What follows belongs to an exercise in optimizing a design on an open flow for small area and a short achievable clock period; a production flow would make more cautious choices. Function was not checked in any run shown here: the RTL went through the layout flow alone.

## flow/design.v (module list and top-level ports; edited modules follow where they fit)
// module aes_g_nand3: 3 lines
// module aes_g_nand4: 3 lines
// module aes_g_xor2: 3 lines
// module aes_g_xnor2: 3 lines
// module aes_g_nand2: 3 lines
// module aes_g_nor2: 3 lines
// module aes_g_and2: 3 lines
// module aes_g_or2: 3 lines
// module aes_g_inv: 3 lines
// module aes_g_mux2: 3 lines
// module aes_g_mux2i: 3 lines
// module aes_gf4_inv: 22 lines
// module aes_sbox_lane: 237 lines
// module aes_sbox_lane_s: 231 lines
// module aes_mix_column: 286 lines
// module aes_column_mixer: 16 lines
// module aes_round_core: 166 lines
module aes_round_core (
	input logic i_clk,
	input logic i_rst,
	input logic i_valid,
	input logic i_decrypt,
	input logic i_skip_mix,
	input aes_gf_pkg::aes_state_t i_state,
	output logic o_valid,
	output aes_gf_pkg::aes_state_t o_state
);
  // ...
==> flow/run.sh <==
#!/bin/bash
# synth_recipe.tcl (not shown) runs the flow's synth.tcl, then flattens the netlist and writes it again
# the make line also repeats each setting of config.mk as NAME=value (left out here)
make -C /OpenROAD-flow-scripts/flow DESIGN_CONFIG=/design/flow/config.mk WORK_HOME=/design/flow/orfs CLKGATE_MAP_FILE= SYNTH_SCRIPT=/design/flow/synth_recipe.tcl finish
==> flow/config.mk <==
export PLATFORM = sky130hd
export DESIGN_NAME = aes_round_core
export DESIGN_NICKNAME = aes_round_core
export VERILOG_FILES = /design/flow/design.v
export SDC_FILE = /design/flow/constraint.sdc
export NUM_CORES = 4
export LEC_CHECK = 0
export CAP_MARGIN = 20
export CORE_MARGIN = 2
export CORE_UTILIZATION = 40
export SETUP_SLACK_MARGIN = 3.0
export SLEW_MARGIN = 20
export SYNTH_HIERARCHICAL = 1
==> flow/constraint.sdc <==
create_clock -name core_clock -period 5.5 [get_ports {i_clk}]
set_input_delay 1.1000 -clock core_clock [delete_from_list [all_inputs] [get_ports {i_clk}]]
set_output_delay 1.1000 -clock core_clock [all_outputs]
set_load 0.01 [all_outputs]
==> impl_metrics.json, run 1 <==
{
  "post_cts_hold_buffer_count": 0,
  "crit_chain": "xor2_4, buf_4, nand2_1, xor2_1, xor2_2, xor2_2, xor2_2, xnor2_1, mux2i_1",
  "worstSkewPairLatency_ps": 630,
  "finalHoldViolCount": 0,
  "worst_r2r_endpoint": "u_lane4.o_q[3]$_DFF_P_",
  "worst_reg_to_reg_cells": 9,
  "largest_family_of_logic_cells_by_synthesized_area": "XOR/XNOR gates",
  "dp.final_hpwl_microns": 71000,
  "preCtsSetupSlack_ps": 2480,
  "multi_input_area_share_pct": 62.0,
  "run_status": "no timing/DRC/antenna violations",
  "synth_area_sq_um": 42900,
  "num-nets-final": 5200,
  "vias_per_cell": 4.46,
  "final_cell_mix": "sky130_fd_sc_hd__xor2_1 (1,725), sky130_fd_sc_hd__nand2_1 (722), sky130_fd_sc_hd__xnor2_1 (576)",
  "timing.setup.tns_ps": 0,
  "finalCriticalPeriod_ps": 2490,
  "clk_share_pct": 4.73,
  "final.setup_skew_ps": 22.2,
  "drt_wl_total_microns": 95300,
  "global_routing_usage_on_met3_pct": 2.88,
  "firstDrtPassIters": 5,
  "fillCellCount": 9743,
  "critical-path-top-cell-by-count": "sky130_fd_sc_hd__xor2_2",
  "routability_congestion_estimate": 0.827,
  "synthMuxAreaShare_pct": 5.97,
  "die_area_sq_um": 110000,
  "synth.top_cells.by_count": "sky130_fd_sc_hd__xor2_1 (2,068), sky130_fd_sc_hd__nand2_1 (736), sky130_fd_sc_hd__dfxtp_1 (586)",
  "worst-path-max-fanout": 4,
  "die-height_microns": 332
}
==> module aes_sbox_lane, before the edit <==
module aes_sbox_lane (
	input logic i_clk,
	input logic i_dec_in,
	input logic i_dec_out,
	input aes_gf_pkg::gf_byte_t i_byte_enc,
	input aes_gf_pkg::gf_byte_t i_byte_dec,
	output aes_gf_pkg::gf_byte_t o_byte
);
	logic e0, e1, e2, e3, e4, e5, e6, e7, x0, x1, x2, x3, x4, x5, x6, x7, dec_in, dec_out;
	assign {e7, e6, e5, e4, e3, e2, e1, e0} = i_byte_enc;
	assign {x7, x6, x5, x4, x3, x2, x1, x0} = i_byte_dec;
	assign dec_in = i_dec_in;
	assign dec_out = i_dec_out;
	logic [7:0] in_q;
	logic [3:0] a_r;
	logic [3:0] b_r;
	logic [3:0] d_r;
	logic [7:0] o_q;
	logic n1, n2, n3, n4, n6, n7, n8, n10, n12, n13, n15, n16, n17, n19, n20, n22, n23, n24, n26, n28, n29, n30, n31, n32, n33, n34, n35, n36, n37, n38, n39, n41, n42, n43, n44, n45, n46, n47, n48, n49, n50, n51, n52, n53, n54, n55, n56, n57, n58, n59, n60, n61, n62, n63, n64, n65, n66, n67, n68, n69, n70, n71, n72, n73, n74, n75, n76, n77, n78, n79, n80, n81, n82, n83, n84, n85, n86, n87, n88, n89, n90, n91, n92, n93, n94, n95, n96, n97, n98, n99, n100, n101, n102, n103, n104, n105, n106, n107, n108, n109, n110, n111, n112, n113, n114, n115, n116, n117, n118, n119, n120, n121, n122, n123, n124, n125, n126, n127, n128, n129, n130, n131, n132, n133, n134, n135, n136, n137, n138, n139, n140, n141, n142, n143, n144, n145, n146, n147, n148, n149, n150, n151, n152, n153, n154, n155, n156, n157, n158, n159, n160, n162, n163, n164, n166, n167, n168, n170, n171, n172, n174, n175, n176, n177, n178, n179, n180, n181, n183, n184, n186, n188, n189, n191, n193, n195, n196, n197, n198, n199, n200, n201, n202, n203, n204;
	aes_g_xor2 u_n1 (.a(e0), .b(e1), .y(n1));
	aes_g_xor2 u_n2 (.a(e2), .b(e5), .y(n2));
	aes_g_xor2 u_n3 (.a(e6), .b(e7), .y(n3));
	aes_g_xor2 u_n4 (.a(n1), .b(n2), .y(n4));
	aes_g_xnor2 u_n6 (.a(n3), .b(n4), .y(n6));
	aes_g_xor2 u_n7 (.a(e0), .b(e4), .y(n7));
	aes_g_xor2 u_n8 (.a(e5), .b(e6), .y(n8));
	aes_g_xnor2 u_n10 (.a(n7), .b(n8), .y(n10));
	aes_g_xnor2 u_n12 (.a(n1), .b(n8), .y(n12));
	aes_g_xor2 u_n13 (.a(e0), .b(e7), .y(n13));
	aes_g_xnor2 u_n15 (.a(n13), .b(n8), .y(n15));
	aes_g_xor2 u_n16 (.a(e3), .b(e4), .y(n16));
	aes_g_xor2 u_n17 (.a(e7), .b(n1), .y(n17));
	aes_g_xnor2 u_n19 (.a(n16), .b(n17), .y(n19));
	aes_g_inv u_n20 (.a(e0), .y(n20));
	aes_g_xnor2 u_n22 (.a(e0), .b(n8), .y(n22));
	aes_g_xor2 u_n23 (.a(e2), .b(e3), .y(n23));
	aes_g_xor2 u_n24 (.a(e6), .b(n1), .y(n24));
	aes_g_xnor2 u_n26 (.a(n23), .b(n24), .y(n26));
	aes_g_xnor2 u_n28 (.a(x4), .b(x7), .y(n28));
	aes_g_xor2 u_n29 (.a(x0), .b(x1), .y(n29));
	aes_g_xor2 u_n30 (.a(x4), .b(x6), .y(n30));
	aes_g_xor2 u_n31 (.a(n29), .b(n30), .y(n31));
	aes_g_xor2 u_n32 (.a(x3), .b(x6), .y(n32));
	aes_g_xor2 u_n33 (.a(n29), .b(n32), .y(n33));
	aes_g_xor2 u_n34 (.a(x7), .b(n30), .y(n34));
	aes_g_xor2 u_n35 (.a(x2), .b(x5), .y(n35));
	aes_g_xor2 u_n36 (.a(x7), .b(n35), .y(n36));
	aes_g_xor2 u_n37 (.a(x0), .b(x3), .y(n37));
	aes_g_xor2 u_n38 (.a(x4), .b(n37), .y(n38));
	aes_g_xor2 u_n39 (.a(x5), .b(n29), .y(n39));
	aes_g_xnor2 u_n41 (.a(n30), .b(n39), .y(n41));
	aes_g_mux2i u_n42 (.s(dec_in), .a1(n28), .a0(n6), .y(n42));
	aes_g_mux2i u_n43 (.s(dec_in), .a1(n31), .a0(n10), .y(n43));
	aes_g_mux2i u_n44 (.s(dec_in), .a1(n30), .a0(n12), .y(n44));
	aes_g_mux2i u_n45 (.s(dec_in), .a1(n33), .a0(n15), .y(n45));
	aes_g_mux2i u_n46 (.s(dec_in), .a1(n34), .a0(n19), .y(n46));
	aes_g_mux2i u_n47 (.s(dec_in), .a1(n36), .a0(n20), .y(n47));
	aes_g_mux2i u_n48 (.s(dec_in), .a1(n38), .a0(n22), .y(n48));
	aes_g_mux2i u_n49 (.s(dec_in), .a1(n41), .a0(n26), .y(n49));
	aes_g_xor2 u_n50 (.a(in_q[7]), .b(in_q[5]), .y(n50));
	aes_g_xor2 u_n51 (.a(in_q[6]), .b(in_q[4]), .y(n51));
	aes_g_xor2 u_n52 (.a(in_q[7]), .b(in_q[6]), .y(n52));
	aes_g_xor2 u_n53 (.a(in_q[5]), .b(in_q[4]), .y(n53));
	aes_g_xor2 u_n54 (.a(n50), .b(n51), .y(n54));
	aes_g_xor2 u_n55 (.a(in_q[3]), .b(in_q[1]), .y(n55));
	aes_g_xor2 u_n56 (.a(in_q[2]), .b(in_q[0]), .y(n56));
	aes_g_xor2 u_n57 (.a(in_q[3]), .b(in_q[2]), .y(n57));
	aes_g_xor2 u_n58 (.a(in_q[1]), .b(in_q[0]), .y(n58));
	aes_g_xor2 u_n59 (.a(n55), .b(n56), .y(n59));
	aes_g_nand2 u_n60 (.a(n52), .b(n57), .y(n60));
	aes_g_nand2 u_n61 (.a(n51), .b(n56), .y(n61));
	aes_g_nand2 u_n62 (.a(n54), .b(n59), .y(n62));
	aes_g_nor2 u_n63 (.a(n51), .b(n56), .y(n63));
	aes_g_nand2 u_n64 (.a(in_q[7]), .b(in_q[3]), .y(n64));
	aes_g_xor2 u_n65 (.a(n63), .b(n64), .y(n65));
	aes_g_xor2 u_n66 (.a(n60), .b(n62), .y(n66));
	aes_g_xor2 u_n67 (.a(n65), .b(n66), .y(n67));
	aes_g_nor2 u_n68 (.a(n50), .b(n55), .y(n68));
	aes_g_nand2 u_n69 (.a(in_q[6]), .b(in_q[2]), .y(n69));
	aes_g_xor2 u_n70 (.a(n68), .b(n69), .y(n70));
	aes_g_xor2 u_n71 (.a(n60), .b(n61), .y(n71));
	aes_g_xor2 u_n72 (.a(n70), .b(n71), .y(n72));
	aes_g_nor2 u_n73 (.a(n53), .b(n58), .y(n73));
	aes_g_nand2 u_n74 (.a(in_q[5]), .b(in_q[1]), .y(n74));
	aes_g_xor2 u_n75 (.a(n73), .b(n74), .y(n75));
	aes_g_xor2 u_n76 (.a(n61), .b(n62), .y(n76));
	aes_g_xor2 u_n77 (.a(n75), .b(n76), .y(n77));
	aes_g_nor2 u_n78 (.a(in_q[4]), .b(in_q[0]), .y(n78));
	aes_g_nand2 u_n79 (.a(n53), .b(n58), .y(n79));
	aes_g_xor2 u_n80 (.a(n78), .b(n79), .y(n80));
	aes_g_nand2 u_n81 (.a(n50), .b(n55), .y(n81));
	aes_g_xor2 u_n82 (.a(n81), .b(n61), .y(n82));
	aes_g_xor2 u_n83 (.a(n80), .b(n82), .y(n83));
	aes_g_inv u_n84 (.a(n67), .y(n84));
	aes_g_inv u_n85 (.a(n72), .y(n85));
	aes_g_inv u_n86 (.a(n77), .y(n86));
	aes_g_inv u_n87 (.a(n83), .y(n87));
	aes_g_nand3 u_n88 (.a(n67), .b(n72), .c(n77), .y(n88));
	aes_g_nand2 u_n89 (.a(n86), .b(n83), .y(n89));
	aes_g_nand2 u_n90 (.a(n67), .b(n83), .y(n90));
	aes_g_nand4 u_n91 (.a(n84), .b(n85), .c(n77), .d(n87), .y(n91));
	aes_g_nand4 u_n92 (.a(n88), .b(n89), .c(n90), .d(n91), .y(n92));
	aes_g_nand2 u_n93 (.a(n77), .b(n83), .y(n93));
	aes_g_nand3 u_n94 (.a(n84), .b(n72), .c(n77), .y(n94));
	aes_g_nand3 u_n95 (.a(n67), .b(n85), .c(n77), .y(n95));
	aes_g_nand2 u_n96 (.a(n85), .b(n83), .y(n96));
	aes_g_nand4 u_n97 (.a(n93), .b(n94), .c(n95), .d(n96), .y(n97));
	aes_g_nand2 u_n98 (.a(n72), .b(n77), .y(n98));
	aes_g_nand3 u_n99 (.a(n67), .b(n77), .c(n83), .y(n99));
	aes_g_nand4 u_n100 (.a(n67), .b(n85), .c(n86), .d(n87), .y(n100));
	aes_g_nand2 u_n101 (.a(n84), .b(n72), .y(n101));
	aes_g_nand4 u_n102 (.a(n98), .b(n99), .c(n100), .d(n101), .y(n102));
	aes_g_nand2 u_n103 (.a(n67), .b(n72), .y(n103));
	aes_g_nand3 u_n104 (.a(n67), .b(n77), .c(n87), .y(n104));
	aes_g_nand2 u_n105 (.a(n72), .b(n87), .y(n105));
	aes_g_nand3 u_n106 (.a(n67), .b(n86), .c(n83), .y(n106));
	aes_g_nand4 u_n107 (.a(n103), .b(n104), .c(n105), .d(n106), .y(n107));
	aes_g_xor2 u_n108 (.a(a_r[3]), .b(a_r[1]), .y(n108));
	aes_g_xor2 u_n109 (.a(a_r[2]), .b(a_r[0]), .y(n109));
	aes_g_xor2 u_n110 (.a(a_r[3]), .b(a_r[2]), .y(n110));
	aes_g_xor2 u_n111 (.a(a_r[1]), .b(a_r[0]), .y(n111));
	aes_g_xor2 u_n112 (.a(n108), .b(n109), .y(n112));
	aes_g_xor2 u_n113 (.a(b_r[3]), .b(b_r[1]), .y(n113));
	aes_g_xor2 u_n114 (.a(b_r[2]), .b(b_r[0]), .y(n114));
	aes_g_xor2 u_n115 (.a(b_r[3]), .b(b_r[2]), .y(n115));
	aes_g_xor2 u_n116 (.a(b_r[1]), .b(b_r[0]), .y(n116));
	aes_g_xor2 u_n117 (.a(n113), .b(n114), .y(n117));
	aes_g_xor2 u_n118 (.a(d_r[3]), .b(d_r[1]), .y(n118));
	aes_g_xor2 u_n119 (.a(d_r[2]), .b(d_r[0]), .y(n119));
	aes_g_xor2 u_n120 (.a(d_r[3]), .b(d_r[2]), .y(n120));
	aes_g_xor2 u_n121 (.a(d_r[1]), .b(d_r[0]), .y(n121));
	aes_g_xor2 u_n122 (.a(n118), .b(n119), .y(n122));
	aes_g_nand2 u_n123 (.a(n120), .b(n115), .y(n123));
	aes_g_nand2 u_n124 (.a(d_r[3]), .b(b_r[3]), .y(n124));
	aes_g_xor2 u_n125 (.a(n124), .b(n123), .y(n125));
	aes_g_nand2 u_n126 (.a(d_r[2]), .b(b_r[2]), .y(n126));
	aes_g_xor2 u_n127 (.a(n126), .b(n123), .y(n127));
	aes_g_nand2 u_n128 (.a(n121), .b(n116), .y(n128));
	aes_g_nand2 u_n129 (.a(d_r[1]), .b(b_r[1]), .y(n129));
	aes_g_xor2 u_n130 (.a(n129), .b(n128), .y(n130));
	aes_g_nand2 u_n131 (.a(d_r[0]), .b(b_r[0]), .y(n131));
	aes_g_xor2 u_n132 (.a(n131), .b(n128), .y(n132));
	aes_g_nand2 u_n133 (.a(n119), .b(n114), .y(n133));
	aes_g_nand2 u_n134 (.a(n122), .b(n117), .y(n134));
	aes_g_xor2 u_n135 (.a(n134), .b(n133), .y(n135));
	aes_g_nand2 u_n136 (.a(n118), .b(n113), .y(n136));
	aes_g_xor2 u_n137 (.a(n136), .b(n133), .y(n137));
	aes_g_xor2 u_n138 (.a(n125), .b(n135), .y(n138));
	aes_g_xor2 u_n139 (.a(n127), .b(n137), .y(n139));
	aes_g_xor2 u_n140 (.a(n130), .b(n135), .y(n140));
	aes_g_xor2 u_n141 (.a(n132), .b(n137), .y(n141));
	aes_g_nand2 u_n142 (.a(n120), .b(n110), .y(n142));
	aes_g_nand2 u_n143 (.a(d_r[3]), .b(a_r[3]), .y(n143));
	aes_g_xor2 u_n144 (.a(n143), .b(n142), .y(n144));
	aes_g_nand2 u_n145 (.a(d_r[2]), .b(a_r[2]), .y(n145));
	aes_g_xor2 u_n146 (.a(n145), .b(n142), .y(n146));
	aes_g_nand2 u_n147 (.a(n121), .b(n111), .y(n147));
	aes_g_nand2 u_n148 (.a(d_r[1]), .b(a_r[1]), .y(n148));
	aes_g_xor2 u_n149 (.a(n148), .b(n147), .y(n149));
	aes_g_nand2 u_n150 (.a(d_r[0]), .b(a_r[0]), .y(n150));
	aes_g_xor2 u_n151 (.a(n150), .b(n147), .y(n151));
	aes_g_nand2 u_n152 (.a(n119), .b(n109), .y(n152));
	aes_g_nand2 u_n153 (.a(n122), .b(n112), .y(n153));
	aes_g_xor2 u_n154 (.a(n153), .b(n152), .y(n154));
	aes_g_nand2 u_n155 (.a(n118), .b(n108), .y(n155));
	aes_g_xor2 u_n156 (.a(n155), .b(n152), .y(n156));
	aes_g_xor2 u_n157 (.a(n144), .b(n154), .y(n157));
	aes_g_xor2 u_n158 (.a(n146), .b(n156), .y(n158));
	aes_g_xor2 u_n159 (.a(n149), .b(n154), .y(n159));
	aes_g_xor2 u_n160 (.a(n151), .b(n156), .y(n160));
	aes_g_xnor2 u_n162 (.a(n140), .b(n157), .y(n162));
	aes_g_xor2 u_n163 (.a(n138), .b(n157), .y(n163));
	aes_g_xor2 u_n164 (.a(n139), .b(n160), .y(n164));
	aes_g_xnor2 u_n166 (.a(n140), .b(n163), .y(n166));
	aes_g_xor2 u_n167 (.a(n139), .b(n140), .y(n167));
	aes_g_xor2 u_n168 (.a(n141), .b(n163), .y(n168));
	aes_g_xnor2 u_n170 (.a(n167), .b(n168), .y(n170));
	aes_g_xor2 u_n171 (.a(n157), .b(n158), .y(n171));
	aes_g_xor2 u_n172 (.a(n160), .b(n167), .y(n172));
	aes_g_xnor2 u_n174 (.a(n171), .b(n172), .y(n174));
	aes_g_xor2 u_n175 (.a(n140), .b(n141), .y(n175));
	aes_g_xor2 u_n176 (.a(n159), .b(n175), .y(n176));
	aes_g_xor2 u_n177 (.a(n139), .b(n141), .y(n177));
	aes_g_xor2 u_n178 (.a(n159), .b(n177), .y(n178));
	aes_g_xor2 u_n179 (.a(n141), .b(n159), .y(n179));
	aes_g_xnor2 u_n180 (.a(n141), .b(n159), .y(n180));
	aes_g_xor2 u_n181 (.a(n159), .b(n163), .y(n181));
	aes_g_xnor2 u_n183 (.a(n172), .b(n181), .y(n183));
	aes_g_xor2 u_n184 (.a(n158), .b(n163), .y(n184));
	aes_g_xnor2 u_n186 (.a(n172), .b(n184), .y(n186));
	aes_g_xnor2 u_n188 (.a(n139), .b(n159), .y(n188));
	aes_g_xor2 u_n189 (.a(n167), .b(n171), .y(n189));
	aes_g_xnor2 u_n191 (.a(n179), .b(n189), .y(n191));
	aes_g_xnor2 u_n193 (.a(n138), .b(n176), .y(n193));
	aes_g_xnor2 u_n195 (.a(n140), .b(n159), .y(n195));
	aes_g_inv u_n196 (.a(n158), .y(n196));
	aes_g_mux2i u_n197 (.s(dec_out), .a1(n180), .a0(n162), .y(n197));
	aes_g_mux2i u_n198 (.s(dec_out), .a1(n183), .a0(n163), .y(n198));
	aes_g_mux2i u_n199 (.s(dec_out), .a1(n186), .a0(n164), .y(n199));
	aes_g_mux2i u_n200 (.s(dec_out), .a1(n188), .a0(n166), .y(n200));
	aes_g_mux2i u_n201 (.s(dec_out), .a1(n191), .a0(n170), .y(n201));
	aes_g_mux2i u_n202 (.s(dec_out), .a1(n193), .a0(n174), .y(n202));
	aes_g_mux2i u_n203 (.s(dec_out), .a1(n195), .a0(n176), .y(n203));
	aes_g_mux2i u_n204 (.s(dec_out), .a1(n196), .a0(n178), .y(n204));
	always_ff @(posedge i_clk)
	begin
		in_q[7] <= n42;
		in_q[6] <= n43;
		in_q[5] <= n44;
		in_q[4] <= n45;
		in_q[3] <= n46;
		in_q[2] <= n47;
		in_q[1] <= n48;
		in_q[0] <= n49;
		a_r[3] <= in_q[7];
		a_r[2] <= in_q[6];
		a_r[1] <= in_q[5];
		a_r[0] <= in_q[4];
		b_r[3] <= in_q[3];
		b_r[2] <= in_q[2];
		b_r[1] <= in_q[1];
		b_r[0] <= in_q[0];
		d_r[3] <= n92;
		d_r[2] <= n97;
		d_r[1] <= n102;
		d_r[0] <= n107;
		o_q[7] <= n197;
		o_q[6] <= n198;
		o_q[5] <= n199;
		o_q[4] <= n200;
		o_q[3] <= n201;
		o_q[2] <= n202;
		o_q[1] <= n203;
		o_q[0] <= n204;
	end
	assign o_byte = {o_q[7], o_q[6], o_q[5], o_q[4], o_q[3], o_q[2], o_q[1], o_q[0]};
endmodule
==> inputs of run 2 (changes only) <==
--- a/flow/design.v
+++ b/flow/design.v
@@ -73,17 +73,17 @@
 	assign {x7, x6, x5, x4, x3, x2, x1, x0} = i_byte_dec;
 	assign dec_in = i_dec_in;
 	assign dec_out = i_dec_out;
 	logic [7:0] in_q;
 	logic [3:0] a_r;
 	logic [3:0] b_r;
 	logic [3:0] d_r;
 	logic [7:0] o_q;
-	logic n1, n2, n3, n4, n6, n7, n8, n10, n12, n13, n15, n16, n17, n19, n20, n22, n23, n24, n26, n28, n29, n30, n31, n32, n33, n34, n35, n36, n37, n38, n39, n41, n42, n43, n44, n45, n46, n47, n48, n49, n50, n51, n52, n53, n54, n55, n56, n57, n58, n59, n60, n61, n62, n63, n64, n65, n66, n67, n68, n69, n70, n71, n72, n73, n74, n75, n76, n77, n78, n79, n80, n81, n82, n83, n84, n85, n86, n87, n88, n89, n90, n91, n92, n93, n94, n95, n96, n97, n98, n99, n100, n101, n102, n103, n104, n105, n106, n107, n108, n109, n110, n111, n112, n113, n114, n115, n116, n117, n118, n119, n120, n121, n122, n123, n124, n125, n126, n127, n128, n129, n130, n131, n132, n133, n134, n135, n136, n137, n138, n139, n140, n141, n142, n143, n144, n145, n146, n147, n148, n149, n150, n151, n152, n153, n154, n155, n156, n157, n158, n159, n160, n162, n163, n164, n166, n167, n168, n170, n171, n172, n174, n175, n176, n177, n178, n179, n180, n181, n183, n184, n186, n188, n189, n191, n193, n195, n196, n197, n198, n199, n200, n201, n202, n203, n204;
+	logic n1, n2, n3, n4, n6, n7, n8, n10, n12, n13, n15, n16, n17, n19, n20, n22, n23, n24, n26, n28, n29, n30, n31, n32, n33, n34, n35, n36, n37, n38, n39, n41, n42, n43, n44, n45, n46, n47, n48, n49, n50, n51, n52, n53, n54, n55, n56, n57, n58, n59, n60, n61, n62, n63, n64, n65, n66, n67, n68, n69, n70, n71, n72, n73, n74, n75, n76, n77, n78, n79, n80, n81, n82, n83, n84, n85, n86, n87, n88, n89, n90, n91, n92, n93, n94, n95, n96, n97, n98, n99, n100, n101, n102, n103, n104, n105, n106, n107, n108, n109, n110, n111, n112, n113, n114, n115, n116, n117, n118, n119, n120, n121, n122, n123, n124, n125, n126, n127, n128, n129, n130, n131, n132, n133, n134, n135, n136, n137, n138, n139, n140, n141, n142, n143, n144, n145, n146, n147, n148, n149, n150, n151, n152, n153, n154, n155, n156, n157, n158, n159, n160, n161, n162, n163, n164, n165, n167, n168, n169, n171, n172, n173, n174, n175, n176, n177, n178, n179, n180, n182, n184, n186, n187, n188, n189, n191, n193, n195, n196, n197, n198, n199, n200, n201, n202, n203, n204;
 	aes_g_xor2 u_n1 (.a(e0), .b(e1), .y(n1));
 	aes_g_xor2 u_n2 (.a(e2), .b(e5), .y(n2));
 	aes_g_xor2 u_n3 (.a(e6), .b(e7), .y(n3));
 	aes_g_xor2 u_n4 (.a(n1), .b(n2), .y(n4));
 	aes_g_xnor2 u_n6 (.a(n3), .b(n4), .y(n6));
 	aes_g_xor2 u_n7 (.a(e0), .b(e4), .y(n7));
 	aes_g_xor2 u_n8 (.a(e5), .b(e6), .y(n8));
 	aes_g_xnor2 u_n10 (.a(n7), .b(n8), .y(n10));
@@ -202,73 +202,75 @@
 	aes_g_xor2 u_n130 (.a(n129), .b(n128), .y(n130));
 	aes_g_nand2 u_n131 (.a(d_r[0]), .b(b_r[0]), .y(n131));
 	aes_g_xor2 u_n132 (.a(n131), .b(n128), .y(n132));
 	aes_g_nand2 u_n133 (.a(n119), .b(n114), .y(n133));
 	aes_g_nand2 u_n134 (.a(n122), .b(n117), .y(n134));
 	aes_g_xor2 u_n135 (.a(n134), .b(n133), .y(n135));
 	aes_g_nand2 u_n136 (.a(n118), .b(n113), .y(n136));
 	aes_g_xor2 u_n137 (.a(n136), .b(n133), .y(n137));
-	aes_g_xor2 u_n138 (.a(n125), .b(n135), .y(n138));
-	aes_g_xor2 u_n139 (.a(n127), .b(n137), .y(n139));
-	aes_g_xor2 u_n140 (.a(n130), .b(n135), .y(n140));
-	aes_g_xor2 u_n141 (.a(n132), .b(n137), .y(n141));
-	aes_g_nand2 u_n142 (.a(n120), .b(n110), .y(n142));
-	aes_g_nand2 u_n143 (.a(d_r[3]), .b(a_r[3]), .y(n143));
-	aes_g_xor2 u_n144 (.a(n143), .b(n142), .y(n144));
-	aes_g_nand2 u_n145 (.a(d_r[2]), .b(a_r[2]), .y(n145));
-	aes_g_xor2 u_n146 (.a(n145), .b(n142), .y(n146));
-	aes_g_nand2 u_n147 (.a(n121), .b(n111), .y(n147));
-	aes_g_nand2 u_n148 (.a(d_r[1]), .b(a_r[1]), .y(n148));
-	aes_g_xor2 u_n149 (.a(n148), .b(n147), .y(n149));
-	aes_g_nand2 u_n150 (.a(d_r[0]), .b(a_r[0]), .y(n150));
-	aes_g_xor2 u_n151 (.a(n150), .b(n147), .y(n151));
-	aes_g_nand2 u_n152 (.a(n119), .b(n109), .y(n152));
-	aes_g_nand2 u_n153 (.a(n122), .b(n112), .y(n153));
-	aes_g_xor2 u_n154 (.a(n153), .b(n152), .y(n154));
-	aes_g_nand2 u_n155 (.a(n118), .b(n108), .y(n155));
-	aes_g_xor2 u_n156 (.a(n155), .b(n152), .y(n156));
-	aes_g_xor2 u_n157 (.a(n144), .b(n154), .y(n157));
-	aes_g_xor2 u_n158 (.a(n146), .b(n156), .y(n158));
-	aes_g_xor2 u_n159 (.a(n149), .b(n154), .y(n159));
-	aes_g_xor2 u_n160 (.a(n151), .b(n156), .y(n160));
-	aes_g_xnor2 u_n162 (.a(n140), .b(n157), .y(n162));
-	aes_g_xor2 u_n163 (.a(n138), .b(n157), .y(n163));
-	aes_g_xor2 u_n164 (.a(n139), .b(n160), .y(n164));
-	aes_g_xnor2 u_n166 (.a(n140), .b(n163), .y(n166));
-	aes_g_xor2 u_n167 (.a(n139), .b(n140), .y(n167));
-	aes_g_xor2 u_n168 (.a(n141), .b(n163), .y(n168));
-	aes_g_xnor2 u_n170 (.a(n167), .b(n168), .y(n170));
-	aes_g_xor2 u_n171 (.a(n157), .b(n158), .y(n171));
-	aes_g_xor2 u_n172 (.a(n160), .b(n167), .y(n172));
-	aes_g_xnor2 u_n174 (.a(n171), .b(n172), .y(n174));
-	aes_g_xor2 u_n175 (.a(n140), .b(n141), .y(n175));
-	aes_g_xor2 u_n176 (.a(n159), .b(n175), .y(n176));
-	aes_g_xor2 u_n177 (.a(n139), .b(n141), .y(n177));
-	aes_g_xor2 u_n178 (.a(n159), .b(n177), .y(n178));
-	aes_g_xor2 u_n179 (.a(n141), .b(n159), .y(n179));
-	aes_g_xnor2 u_n180 (.a(n141), .b(n159), .y(n180));
-	aes_g_xor2 u_n181 (.a(n159), .b(n163), .y(n181));
-	aes_g_xnor2 u_n183 (.a(n172), .b(n181), .y(n183));
-	aes_g_xor2 u_n184 (.a(n158), .b(n163), .y(n184));
-	aes_g_xnor2 u_n186 (.a(n172), .b(n184), .y(n186));
-	aes_g_xnor2 u_n188 (.a(n139), .b(n159), .y(n188));
-	aes_g_xor2 u_n189 (.a(n167), .b(n171), .y(n189));
-	aes_g_xnor2 u_n191 (.a(n179), .b(n189), .y(n191));
-	aes_g_xnor2 u_n193 (.a(n138), .b(n176), .y(n193));
-	aes_g_xnor2 u_n195 (.a(n140), .b(n159), .y(n195));
-	aes_g_inv u_n196 (.a(n158), .y(n196));
-	aes_g_mux2i u_n197 (.s(dec_out), .a1(n180), .a0(n162), .y(n197));
-	aes_g_mux2i u_n198 (.s(dec_out), .a1(n183), .a0(n163), .y(n198));
-	aes_g_mux2i u_n199 (.s(dec_out), .a1(n186), .a0(n164), .y(n199));
-	aes_g_mux2i u_n200 (.s(dec_out), .a1(n188), .a0(n166), .y(n200));
-	aes_g_mux2i u_n201 (.s(dec_out), .a1(n191), .a0(n170), .y(n201));
-	aes_g_mux2i u_n202 (.s(dec_out), .a1(n193), .a0(n174), .y(n202));
-	aes_g_mux2i u_n203 (.s(dec_out), .a1(n195), .a0(n176), .y(n203));
-	aes_g_mux2i u_n204 (.s(dec_out), .a1(n196), .a0(n178), .y(n204));
+	aes_g_nand2 u_n138 (.a(n120), .b(n110), .y(n138));
+	aes_g_nand2 u_n139 (.a(d_r[3]), .b(a_r[3]), .y(n139));
+	aes_g_xor2 u_n140 (.a(n139), .b(n138), .y(n140));
+	aes_g_nand2 u_n141 (.a(d_r[2]), .b(a_r[2]), .y(n141));
+	aes_g_xor2 u_n142 (.a(n141), .b(n138), .y(n142));
+	aes_g_nand2 u_n143 (.a(n121), .b(n111), .y(n143));
+	aes_g_nand2 u_n144 (.a(d_r[1]), .b(a_r[1]), .y(n144));
+	aes_g_xor2 u_n145 (.a(n144), .b(n143), .y(n145));
+	aes_g_nand2 u_n146 (.a(d_r[0]), .b(a_r[0]), .y(n146));
+	aes_g_xor2 u_n147 (.a(n146), .b(n143), .y(n147));
+	aes_g_nand2 u_n148 (.a(n119), .b(n109), .y(n148));
+	aes_g_nand2 u_n149 (.a(n122), .b(n112), .y(n149));
+	aes_g_xor2 u_n150 (.a(n149), .b(n148), .y(n150));
+	aes_g_nand2 u_n151 (.a(n118), .b(n108), .y(n151));
+	aes_g_xor2 u_n152 (.a(n151), .b(n148), .y(n152));
+	aes_g_xor2 u_n153 (.a(n130), .b(n135), .y(n153));
+	aes_g_xor2 u_n154 (.a(n140), .b(n150), .y(n154));
+	aes_g_xor2 u_n155 (.a(n153), .b(n154), .y(n155));
+	aes_g_xnor2 u_n156 (.a(n153), .b(n154), .y(n156));
+	aes_g_xor2 u_n157 (.a(n125), .b(n135), .y(n157));
+	aes_g_xor2 u_n158 (.a(n154), .b(n157), .y(n158));
+	aes_g_xor2 u_n159 (.a(n127), .b(n137), .y(n159));
+	aes_g_xor2 u_n160 (.a(n147), .b(n152), .y(n160));
+	aes_g_xor2 u_n161 (.a(n159), .b(n160), .y(n161));
+	aes_g_xor2 u_n162 (.a(n125), .b(n130), .y(n162));
+	aes_g_xor2 u_n163 (.a(n154), .b(n162), .y(n163));
+	aes_g_xnor2 u_n164 (.a(n154), .b(n162), .y(n164));
+	aes_g_xor2 u_n165 (.a(n127), .b(n132), .y(n165));
+	aes_g_xnor2 u_n167 (.a(n165), .b(n163), .y(n167));
+	aes_g_xor2 u_n168 (.a(n142), .b(n147), .y(n168));
+	aes_g_xor2 u_n169 (.a(n159), .b(n168), .y(n169));
+	aes_g_xnor2 u_n171 (.a(n155), .b(n169), .y(n171));
+	aes_g_xor2 u_n172 (.a(n132), .b(n137), .y(n172));
+	aes_g_xor2 u_n173 (.a(n145), .b(n150), .y(n173));
+	aes_g_xor2 u_n174 (.a(n153), .b(n172), .y(n174));
+	aes_g_xor2 u_n175 (.a(n173), .b(n174), .y(n175));
+	aes_g_xor2 u_n176 (.a(n165), .b(n173), .y(n176));
+	aes_g_xor2 u_n177 (.a(n172), .b(n173), .y(n177));
+	aes_g_xnor2 u_n178 (.a(n172), .b(n173), .y(n178));
+	aes_g_xor2 u_n179 (.a(n140), .b(n145), .y(n179));
+	aes_g_xor2 u_n180 (.a(n161), .b(n162), .y(n180));
+	aes_g_xnor2 u_n182 (.a(n179), .b(n180), .y(n182));
+	aes_g_xnor2 u_n184 (.a(n163), .b(n169), .y(n184));
+	aes_g_xnor2 u_n186 (.a(n159), .b(n173), .y(n186));
+	aes_g_xor2 u_n187 (.a(n142), .b(n152), .y(n187));
+	aes_g_xor2 u_n188 (.a(n153), .b(n165), .y(n188));
+	aes_g_xor2 u_n189 (.a(n179), .b(n187), .y(n189));
+	aes_g_xnor2 u_n191 (.a(n188), .b(n189), .y(n191));
+	aes_g_xnor2 u_n193 (.a(n162), .b(n177), .y(n193));
+	aes_g_xnor2 u_n195 (.a(n153), .b(n173), .y(n195));
+	aes_g_xnor2 u_n196 (.a(n142), .b(n152), .y(n196));
+	aes_g_mux2i u_n197 (.s(dec_out), .a1(n178), .a0(n156), .y(n197));
+	aes_g_mux2i u_n198 (.s(dec_out), .a1(n182), .a0(n158), .y(n198));
+	aes_g_mux2i u_n199 (.s(dec_out), .a1(n184), .a0(n161), .y(n199));
+	aes_g_mux2i u_n200 (.s(dec_out), .a1(n186), .a0(n164), .y(n200));
+	aes_g_mux2i u_n201 (.s(dec_out), .a1(n191), .a0(n167), .y(n201));
+	aes_g_mux2i u_n202 (.s(dec_out), .a1(n193), .a0(n171), .y(n202));
+	aes_g_mux2i u_n203 (.s(dec_out), .a1(n195), .a0(n175), .y(n203));
+	aes_g_mux2i u_n204 (.s(dec_out), .a1(n196), .a0(n176), .y(n204));
 	always_ff @(posedge i_clk)
 	begin
 		in_q[7] <= n42;
 		in_q[6] <= n43;
 		in_q[5] <= n44;
 		in_q[4] <= n45;
 		in_q[3] <= n46;
 		in_q[2] <= n47;
@@ -308,17 +310,17 @@
 	assign {e7, e6, e5, e4, e3, e2, e1, e0} = i_byte_enc;
 	assign dec_in = i_dec_in;
 	assign dec_out = i_dec_out;
 	logic [7:0] in_q;
 	logic [3:0] a_r;
 	logic [3:0] b_r;
 	logic [3:0] d_r;
 	logic [7:0] o_q;
-	logic n1, n2, n3, n4, n6, n7, n8, n10, n12, n13, n15, n16, n17, n19, n20, n22, n23, n24, n26, n28, n29, n30, n31, n32, n33, n34, n35, n37, n38, n39, n40, n41, n42, n43, n44, n45, n46, n47, n48, n49, n50, n51, n52, n53, n54, n55, n56, n57, n58, n59, n60, n61, n62, n63, n64, n65, n66, n67, n68, n69, n70, n71, n72, n73, n74, n75, n76, n77, n78, n79, n80, n81, n82, n83, n84, n85, n86, n87, n88, n89, n90, n91, n92, n93, n94, n95, n96, n97, n98, n99, n100, n101, n102, n103, n104, n105, n106, n107, n108, n109, n110, n111, n112, n113, n114, n115, n116, n117, n118, n119, n120, n121, n122, n123, n124, n125, n126, n127, n128, n129, n130, n131, n132, n133, n134, n135, n136, n137, n138, n139, n140, n141, n142, n143, n144, n145, n146, n147, n148, n149, n150, n151, n152, n153, n154, n155, n156, n158, n159, n160, n162, n163, n164, n166, n167, n168, n170, n171, n172, n173, n174, n175, n176, n177, n179, n180, n182, n184, n185, n187, n189, n191, n192, n193, n194, n195, n196, n197, n198, n199, n200;
+	logic n1, n2, n3, n4, n6, n7, n8, n10, n12, n13, n15, n16, n17, n19, n20, n22, n23, n24, n26, n28, n29, n30, n31, n32, n33, n34, n35, n37, n38, n39, n40, n41, n42, n43, n44, n45, n46, n47, n48, n49, n50, n51, n52, n53, n54, n55, n56, n57, n58, n59, n60, n61, n62, n63, n64, n65, n66, n67, n68, n69, n70, n71, n72, n73, n74, n75, n76, n77, n78, n79, n80, n81, n82, n83, n84, n85, n86, n87, n88, n89, n90, n91, n92, n93, n94, n95, n96, n97, n98, n99, n100, n101, n102, n103, n104, n105, n106, n107, n108, n109, n110, n111, n112, n113, n114, n115, n116, n117, n118, n119, n120, n121, n122, n123, n124, n125, n126, n127, n128, n129, n130, n131, n132, n133, n134, n135, n136, n137, n138, n139, n140, n141, n142, n143, n144, n145, n146, n147, n148, n149, n150, n151, n152, n153, n154, n155, n156, n157, n158, n159, n160, n161, n163, n164, n165, n167, n168, n169, n170, n171, n172, n173, n174, n175, n176, n178, n180, n182, n183, n184, n185, n187, n189, n191, n192, n193, n194, n195, n196, n197, n198, n199, n200;
 	aes_g_xor2 u_n1 (.a(e0), .b(e1), .y(n1));
 	aes_g_xor2 u_n2 (.a(e2), .b(e5), .y(n2));
 	aes_g_xor2 u_n3 (.a(e6), .b(e7), .y(n3));
 	aes_g_xor2 u_n4 (.a(n1), .b(n2), .y(n4));
 	aes_g_xnor2 u_n6 (.a(n3), .b(n4), .y(n6));
 	aes_g_xor2 u_n7 (.a(e0), .b(e4), .y(n7));
 	aes_g_xor2 u_n8 (.a(e5), .b(e6), .y(n8));
 	aes_g_xnor2 u_n10 (.a(n7), .b(n8), .y(n10));
@@ -433,73 +435,75 @@
 	aes_g_xor2 u_n126 (.a(n125), .b(n124), .y(n126));
 	aes_g_nand2 u_n127 (.a(d_r[0]), .b(b_r[0]), .y(n127));
 	aes_g_xor2 u_n128 (.a(n127), .b(n124), .y(n128));
 	aes_g_nand2 u_n129 (.a(n115), .b(n110), .y(n129));
 	aes_g_nand2 u_n130 (.a(n118), .b(n113), .y(n130));
 	aes_g_xor2 u_n131 (.a(n130), .b(n129), .y(n131));
 	aes_g_nand2 u_n132 (.a(n114), .b(n109), .y(n132));
 	aes_g_xor2 u_n133 (.a(n132), .b(n129), .y(n133));
-	aes_g_xor2 u_n134 (.a(n121), .b(n131), .y(n134));
-	aes_g_xor2 u_n135 (.a(n123), .b(n133), .y(n135));
-	aes_g_xor2 u_n136 (.a(n126), .b(n131), .y(n136));
-	aes_g_xor2 u_n137 (.a(n128), .b(n133), .y(n137));
-	aes_g_nand2 u_n138 (.a(n116), .b(n106), .y(n138));
-	aes_g_nand2 u_n139 (.a(d_r[3]), .b(a_r[3]), .y(n139));
-	aes_g_xor2 u_n140 (.a(n139), .b(n138), .y(n140));
-	aes_g_nand2 u_n141 (.a(d_r[2]), .b(a_r[2]), .y(n141));
-	aes_g_xor2 u_n142 (.a(n141), .b(n138), .y(n142));
-	aes_g_nand2 u_n143 (.a(n117), .b(n107), .y(n143));
-	aes_g_nand2 u_n144 (.a(d_r[1]), .b(a_r[1]), .y(n144));
-	aes_g_xor2 u_n145 (.a(n144), .b(n143), .y(n145));
-	aes_g_nand2 u_n146 (.a(d_r[0]), .b(a_r[0]), .y(n146));
-	aes_g_xor2 u_n147 (.a(n146), .b(n143), .y(n147));
-	aes_g_nand2 u_n148 (.a(n115), .b(n105), .y(n148));
-	aes_g_nand2 u_n149 (.a(n118), .b(n108), .y(n149));
-	aes_g_xor2 u_n150 (.a(n149), .b(n148), .y(n150));
-	aes_g_nand2 u_n151 (.a(n114), .b(n104), .y(n151));
-	aes_g_xor2 u_n152 (.a(n151), .b(n148), .y(n152));
-	aes_g_xor2 u_n153 (.a(n140), .b(n150), .y(n153));
-	aes_g_xor2 u_n154 (.a(n142), .b(n152), .y(n154));
-	aes_g_xor2 u_n155 (.a(n145), .b(n150), .y(n155));
-	aes_g_xor2 u_n156 (.a(n147), .b(n152), .y(n156));
-	aes_g_xnor2 u_n158 (.a(n136), .b(n153), .y(n158));
-	aes_g_xor2 u_n159 (.a(n134), .b(n153), .y(n159));
-	aes_g_xor2 u_n160 (.a(n135), .b(n156), .y(n160));
-	aes_g_xnor2 u_n162 (.a(n136), .b(n159), .y(n162));
-	aes_g_xor2 u_n163 (.a(n135), .b(n136), .y(n163));
-	aes_g_xor2 u_n164 (.a(n137), .b(n159), .y(n164));
-	aes_g_xnor2 u_n166 (.a(n163), .b(n164), .y(n166));
-	aes_g_xor2 u_n167 (.a(n153), .b(n154), .y(n167));
-	aes_g_xor2 u_n168 (.a(n156), .b(n163), .y(n168));
-	aes_g_xnor2 u_n170 (.a(n167), .b(n168), .y(n170));
-	aes_g_xor2 u_n171 (.a(n136), .b(n137), .y(n171));
-	aes_g_xor2 u_n172 (.a(n155), .b(n171), .y(n172));
-	aes_g_xor2 u_n173 (.a(n135), .b(n137), .y(n173));
-	aes_g_xor2 u_n174 (.a(n155), .b(n173), .y(n174));
-	aes_g_xor2 u_n175 (.a(n137), .b(n155), .y(n175));
-	aes_g_xnor2 u_n176 (.a(n137), .b(n155), .y(n176));
-	aes_g_xor2 u_n177 (.a(n155), .b(n159), .y(n177));
-	aes_g_xnor2 u_n179 (.a(n168), .b(n177), .y(n179));
-	aes_g_xor2 u_n180 (.a(n154), .b(n159), .y(n180));
-	aes_g_xnor2 u_n182 (.a(n168), .b(n180), .y(n182));
-	aes_g_xnor2 u_n184 (.a(n135), .b(n155), .y(n184));
-	aes_g_xor2 u_n185 (.a(n163), .b(n167), .y(n185));
-	aes_g_xnor2 u_n187 (.a(n175), .b(n185), .y(n187));
-	aes_g_xnor2 u_n189 (.a(n134), .b(n172), .y(n189));
-	aes_g_xnor2 u_n191 (.a(n136), .b(n155), .y(n191));
-	aes_g_inv u_n192 (.a(n154), .y(n192));
-	aes_g_mux2i u_n193 (.s(dec_out), .a1(n176), .a0(n158), .y(n193));
-	aes_g_mux2i u_n194 (.s(dec_out), .a1(n179), .a0(n159), .y(n194));
-	aes_g_mux2i u_n195 (.s(dec_out), .a1(n182), .a0(n160), .y(n195));
-	aes_g_mux2i u_n196 (.s(dec_out), .a1(n184), .a0(n162), .y(n196));
-	aes_g_mux2i u_n197 (.s(dec_out), .a1(n187), .a0(n166), .y(n197));
-	aes_g_mux2i u_n198 (.s(dec_out), .a1(n189), .a0(n170), .y(n198));
-	aes_g_mux2i u_n199 (.s(dec_out), .a1(n191), .a0(n172), .y(n199));
-	aes_g_mux2i u_n200 (.s(dec_out), .a1(n192), .a0(n174), .y(n200));
+	aes_g_nand2 u_n134 (.a(n116), .b(n106), .y(n134));
+	aes_g_nand2 u_n135 (.a(d_r[3]), .b(a_r[3]), .y(n135));
+	aes_g_xor2 u_n136 (.a(n135), .b(n134), .y(n136));
+	aes_g_nand2 u_n137 (.a(d_r[2]), .b(a_r[2]), .y(n137));
+	aes_g_xor2 u_n138 (.a(n137), .b(n134), .y(n138));
+	aes_g_nand2 u_n139 (.a(n117), .b(n107), .y(n139));
+	aes_g_nand2 u_n140 (.a(d_r[1]), .b(a_r[1]), .y(n140));
+	aes_g_xor2 u_n141 (.a(n140), .b(n139), .y(n141));
+	aes_g_nand2 u_n142 (.a(d_r[0]), .b(a_r[0]), .y(n142));
+	aes_g_xor2 u_n143 (.a(n142), .b(n139), .y(n143));
+	aes_g_nand2 u_n144 (.a(n115), .b(n105), .y(n144));
+	aes_g_nand2 u_n145 (.a(n118), .b(n108), .y(n145));
+	aes_g_xor2 u_n146 (.a(n145), .b(n144), .y(n146));
+	aes_g_nand2 u_n147 (.a(n114), .b(n104), .y(n147));
+	aes_g_xor2 u_n148 (.a(n147), .b(n144), .y(n148));
+	aes_g_xor2 u_n149 (.a(n126), .b(n131), .y(n149));
+	aes_g_xor2 u_n150 (.a(n136), .b(n146), .y(n150));
+	aes_g_xor2 u_n151 (.a(n149), .b(n150), .y(n151));
+	aes_g_xnor2 u_n152 (.a(n149), .b(n150), .y(n152));
+	aes_g_xor2 u_n153 (.a(n121), .b(n131), .y(n153));
+	aes_g_xor2 u_n154 (.a(n150), .b(n153), .y(n154));
+	aes_g_xor2 u_n155 (.a(n123), .b(n133), .y(n155));
+	aes_g_xor2 u_n156 (.a(n143), .b(n148), .y(n156));
+	aes_g_xor2 u_n157 (.a(n155), .b(n156), .y(n157));
+	aes_g_xor2 u_n158 (.a(n121), .b(n126), .y(n158));
+	aes_g_xor2 u_n159 (.a(n150), .b(n158), .y(n159));
+	aes_g_xnor2 u_n160 (.a(n150), .b(n158), .y(n160));
+	aes_g_xor2 u_n161 (.a(n123), .b(n128), .y(n161));
+	aes_g_xnor2 u_n163 (.a(n161), .b(n159), .y(n163));
+	aes_g_xor2 u_n164 (.a(n138), .b(n143), .y(n164));
+	aes_g_xor2 u_n165 (.a(n155), .b(n164), .y(n165));
+	aes_g_xnor2 u_n167 (.a(n151), .b(n165), .y(n167));
+	aes_g_xor2 u_n168 (.a(n128), .b(n133), .y(n168));
+	aes_g_xor2 u_n169 (.a(n141), .b(n146), .y(n169));
+	aes_g_xor2 u_n170 (.a(n149), .b(n168), .y(n170));
+	aes_g_xor2 u_n171 (.a(n169), .b(n170), .y(n171));
+	aes_g_xor2 u_n172 (.a(n161), .b(n169), .y(n172));
+	aes_g_xor2 u_n173 (.a(n168), .b(n169), .y(n173));
+	aes_g_xnor2 u_n174 (.a(n168), .b(n169), .y(n174));
+	aes_g_xor2 u_n175 (.a(n136), .b(n141), .y(n175));
+	aes_g_xor2 u_n176 (.a(n157), .b(n158), .y(n176));
+	aes_g_xnor2 u_n178 (.a(n175), .b(n176), .y(n178));
+	aes_g_xnor2 u_n180 (.a(n159), .b(n165), .y(n180));
+	aes_g_xnor2 u_n182 (.a(n155), .b(n169), .y(n182));
+	aes_g_xor2 u_n183 (.a(n138), .b(n148), .y(n183));
+	aes_g_xor2 u_n184 (.a(n149), .b(n161), .y(n184));
+	aes_g_xor2 u_n185 (.a(n175), .b(n183), .y(n185));
+	aes_g_xnor2 u_n187 (.a(n184), .b(n185), .y(n187));
+	aes_g_xnor2 u_n189 (.a(n158), .b(n173), .y(n189));
+	aes_g_xnor2 u_n191 (.a(n149), .b(n169), .y(n191));
+	aes_g_xnor2 u_n192 (.a(n138), .b(n148), .y(n192));
+	aes_g_mux2i u_n193 (.s(dec_out), .a1(n174), .a0(n152), .y(n193));
+	aes_g_mux2i u_n194 (.s(dec_out), .a1(n178), .a0(n154), .y(n194));
+	aes_g_mux2i u_n195 (.s(dec_out), .a1(n180), .a0(n157), .y(n195));
+	aes_g_mux2i u_n196 (.s(dec_out), .a1(n182), .a0(n160), .y(n196));
+	aes_g_mux2i u_n197 (.s(dec_out), .a1(n187), .a0(n163), .y(n197));
+	aes_g_mux2i u_n198 (.s(dec_out), .a1(n189), .a0(n167), .y(n198));
+	aes_g_mux2i u_n199 (.s(dec_out), .a1(n191), .a0(n171), .y(n199));
+	aes_g_mux2i u_n200 (.s(dec_out), .a1(n192), .a0(n172), .y(n200));
 	always_ff @(posedge i_clk)
 	begin
 		in_q[7] <= n38;
 		in_q[6] <= n39;
 		in_q[5] <= n40;
 		in_q[4] <= n41;
 		in_q[3] <= n42;
 		in_q[2] <= n43;
==> flow/flow/run.sh (new file) <==
#!/bin/bash
# The standard layout (the standard.sh, all ORFS steps unchanged), except
# that buffer_ports uses buf_1 cells for the input and output port buffers
# instead of the delay buffer it picks by default; repair still resizes them.
set -e
export BUFFER_PORTS_ARGS="-buffer_cell sky130_fd_sc_hd__buf_1"
bash standard.sh > standard.log 2>&1
==> flow/standard.sh (new file) <==
#!/bin/bash
# synth_recipe.tcl (not shown) runs the flow's synth.tcl, then flattens the netlist and writes it again
# the make line also repeats each setting of config.mk as NAME=value (left out here)
make -C /OpenROAD-flow-scripts/flow DESIGN_CONFIG=/design/flow/config.mk WORK_HOME=/design/flow/orfs CLKGATE_MAP_FILE= SYNTH_SCRIPT=/design/flow/synth_recipe.tcl "${@:-finish}"
removed: flow/run.sh
==> run 2 against run 1 <==
  * Register-to-register slack is essentially flat
  * Critical path type unchanged
  * Largest cell class unchanged
  * Global-route usage shrank 0.20 points
  * Critical path depth shrank 1
  * Clock skew grew 4.5 ps
  * Utilization shrank 4.5 points
  * Setup slack lost 13 ps
  * Clock-buffer cell count shrank 11
  * Sequential share of layout area grew 1.5 points
  * Design area shrank 8.5%
==> impl_metrics.json, run 2 <==
{
  "firstDrtPassIters": 7,
  "largest_reg_flops": 128,
  "ys_seq_elements": 586,
  "clkTransAtPathRegs_ps": 70,
  "synth_flop_cell": "sky130_fd_sc_hd__dfxtp_1",
  "die-height_microns": 333,
  "number_of_clock_sinks": 586,
  "cts_buffer_depth": 3,
  "core_area_sq_um": 107000,
  "finalHoldViolCount": 0,
  "crit_start": "u_lane3.d_r[2]$_DFF_P_",
  "worstSkewPairLatency_ps": 630,
  "floorplan.initialDensity_pct": 40.4,
  "vias_per_cell": 4.48,
  "synth_simple_gate_area_share_pct": 9.55,
  "num-nets-final": 5129,
  "max_flop_register": "o_state",
  "timing.setup.tns_ps": 0,
  "hold_slack_ps": 325,
  "synthXorXnorAreaFrac_pct": 54.5,
  "first_pass_grt_wire_length_microns": 149000,
  "synth-compound-area-share_pct": 0,
  "post-synth-top-count-cell": "sky130_fd_sc_hd__xor2_1",
  "worst-path-max-fanout": 4,
  "die_area_sq_um": 111000,
  "finalMaxSlewViolations": 0,
  "worst_path_required_ps": 6020,
  "netlist.top_cell.by_area": "sky130_fd_sc_hd__xor2_1",
  "drt-wirelength-per-cell_microns": 14.6,
  "remaining_drc_errors": 0,
  "synthesis.instances": 4743,
  "maxCapViolCount": 0,
  "dp.final_hpwl_microns": 73300,
  "cts_buffers": 70,
  "grt_setup_unrepaired": "true",
  "run_status": "no timing/DRC/antenna violations",
  "critical_path_capture_point_type": "register",
  "finalCriticalPeriod_ps": 2500,
  "cts_root_buffer": "sky130_fd_sc_hd__clkbuf_16",
  "synth.top_cells.by_count": "sky130_fd_sc_hd__xor2_1 (2,100), sky130_fd_sc_hd__nand2_1 (736), sky130_fd_sc_hd__xnor2_1 (592)",
  "synth-warning-count": 9,
  "globalRouteTotalUtil_pct": 16.4,
  "synthesis.nets": 4876,
  "synth.avg_cell_area_sq_um": 9.12,
  "synth_seq_area_share_pct": 27.1,
  "tightest_slew_ps": 1060,
  "final_min_period_over_clock_period_pct": 45.5,
  "post_cts_hold_buffer_count": 0,
  "floorplan.die.width_microns": 333,
  "layout.cells.most_common": "sky130_fd_sc_hd__xor2_1",
  "crit_chain": "xor2_1, nand2_1, xor2_1, xor2_1, xor2_1, xor2_1, xnor2_1, mux2i_1",
  "postSynth.asyncResetShare_pct": 0,
  "critical_path.reg2reg.startpoint": "u_lane3.d_r[2]$_DFF_P_",
  "worst_path_largest_cell_delay_ps": 420,
  "top_level_ports": 262,
  "clock_tree_from_tritoncts": "built",
  "num_vias": 28900,
  "final.setup_skew_ps": 26.7,
  "reg2reg_setup_slack_ps": 3000,
  "synthMuxAreaShare_pct": 5.92,
  "detail-route-antenna-nets": 0,
  "io_buffer_count": 261,
  "antenna_violations_before_repair": 5,
  "largest_family_of_logic_cells_by_synthesized_area": "XOR/XNOR gates",
  "fmax_mhz": 399,
  "yosysUniqueCellTypes": 12,
  "hold_start": "dec_d[1]$_DFF_P_",
  "setup_viol_count_final": 0,
  "grt_remaining_overflow": 0,
  "criticalPathCategory": "reg2reg",
  "synthDominantCellAreaShare_pct": 42.5,
  "hold_path_class": "reg2reg",
  "kind_of_launch_point_of_the_worst_setup_path": "register",
  "post_synth_fa_ha_maj_area_fraction_pct": 0,
  "area_growth_pct": 13.1,
  "synth_area_leaders": "sky130_fd_sc_hd__xor2_1 (43%), sky130_fd_sc_hd__dfxtp_1 (27%), sky130_fd_sc_hd__xnor2_1 (12%)",
  "maxSlewHeadroom_pct": 29.5,
  "htreeDepth": 3,
  "timing.critical_path.to": "u_lane3.o_q[6]$_DFF_P_",
  "worst_reg_to_reg_cells": 8,
  "final_cell_mix": "sky130_fd_sc_hd__xor2_1 (1,985), sky130_fd_sc_hd__nand2_1 (736), sky130_fd_sc_hd__xnor2_1 (592)",
  "synth_area_sq_um": 43300,
  "critical-path-slowest-cell": "sky130_fd_sc_hd__dfxtp_1",
  "routability_congestion_estimate": 0.853,
  "drive_gt1_share_pct": 5.68,
  "critical-path-top-cell-by-count": "sky130_fd_sc_hd__xor2_1",
  "drt_first_iter_violations": 1152,
  "grt_pass1_vias": 28400,
  "synth-edff-count": 0,
  "drt_wl_total_microns": 94000,
  "arrival_ps": 3020,
  "num_rows": 120,
  "worst_r2r_endpoint": "u_lane3.o_q[6]$_DFF_P_",
  "grt_start_max_net_pins": 89
}
## run 2: changes by cell type after synthesis, sizes merged
cell / delta
xnor2: +16
xor2: +32
inv: -16
## run 2: metal layers
metal,vias to the layer above,wire length (microns),global-route usage (%)
met5,-,0,0
met4,0,1910,4.50
met3,102,3470,2.72
met2,351,41000,25.2
met1,13400,47700,23.4
li1,15100,-,-
## run 2: worst min-delay path by stage
stage	to	slack, ps	cells past startpoint
floorplan	dec_d[2]$_DFF_P_	310	0
global placement	dec_d[2]$_DFF_P_	310	0
detailed placement	skip_d[2]$_DFF_P_	310	0
CTS	skip_d[2]$_DFF_P_	320	0
global route	dec_d[2]$_DFF_P_	330	0
finish	dec_d[2]$_DFF_P_	320	0
## run 2: Yosys stat by module, one instance, submodules excluded, a selection
| module | flops+latches | copies in the design | cells inside | cell area [sq um] |
|---|---|---|---|---|
| aes_sbox_lane | 28 | 8 | 28 | 561 |
| aes_sbox_lane_s | 28 | 8 | 28 | 561 |
| aes_mix_column | 0 | 4 | 64 | 520 |
| aes_g_mux2i | 0 | 256 | 1 | 10.0 |
| aes_g_xnor2 | 0 | 464 | 1 | 8.76 |
| aes_g_and2 | 0 | 4 | 1 | 6.26 |
| aes_g_nand4 | 0 | 96 | 1 | 6.26 |
| aes_g_nand3 | 0 | 96 | 1 | 5.00 |
| aes_g_nor2 | 0 | 64 | 1 | 3.75 |
| aes_g_nand2 | 0 | 736 | 1 | 3.75 |
| aes_g_inv | 0 | 80 | 1 | 3.75 |
## run 2: what timing repair did
action,in CTS,in global routing
buffers inserted,0,42
gates cloned,0,0
pin swaps,0,30
gates resized for setup,13,123
endpoints found under the setup margin,48,169
## run 2: final cells by class
type | instances | area, sq um
clock inverter | 39 | 460
multi-input combinational | 3948 | 31400
timing repair buffer | 309 | 1370
clock buffer | 86 | 1960
fill | 10400 | 58300
tap | 1403 | 1760
sequential | 586 | 11700
antenna | 5 | 12.5
inverter | 81 | 308
## run 2: logic make-up (layout without fill, tap and decap cells)
| family | count (synthesis) | in the layout |
|---|---|---|
| XOR/XNOR | 2692 | 2692 |
| AND/OR/NAND/NOR | 1000 | 1000 |
| flip-flops | 586 | 586 |
| multiplexers | 256 | 256 |
| buffers and inverters | 209 | 515 |
| other | 0 | 5 |
## run 2: stage by stage
step | cell area, sq um | utilization, % | worst slack (ps) | instances
after detailed placement | 45100 | 42.1 | 2830 | 6285
after CTS | 47600 | 44.4 | 2960 | 6410
after floorplan | 43300 | - | 2910 | 4743
after global routing | 48900 | 45.7 | 2860 | 6455
after global placement | 45100 | 42.1 | 2880 | 6285
final | 49000 | 45.7 | 3000 | 6457
## run 2: critical path: cells and delay by family (launching register included)
kind,cells,cell delay (ps)
xor gates and xnor gates,6,1440
DFF,1,420
muxes,1,300
and+or+nand+nor,1,220

==> re-timing with driven ports <==
The flow's constraints put no driver on any port. The routed layouts listed below were extracted and timed again, unchanged, in two steps.
Step 1, drivers: a clkbuf_16 drives i_clk and a buf_2 each remaining input, both assumed.
Step 2 also shifts input and output timing later by t, the mid clock arrival at the registers, as if the neighbouring blocks saw the same clock.
Three values: ideal ports, drivers, drivers and shift; two values: the first two.
run | t (ns) | setup WS [ns] | hold slack, ns | worst setup path at the end | latest minus earliest clock arrival (ns)
run 1 | 0.688 | 3.008 / 2.993 / 2.489 | 0.322 / 0.322 / 0.322 | input to register | 0.022 / 0.022
run 2 | 0.684 | 2.995 / 2.995 / 2.781 | 0.325 / 0.325 / 0.325 | input to register | 0.032 / 0.032
After both steps every run listed still meets setup and hold. The setup slack of run 1, which loses most, moves by -0.015 ns with the drivers and by -0.519 ns with both steps.
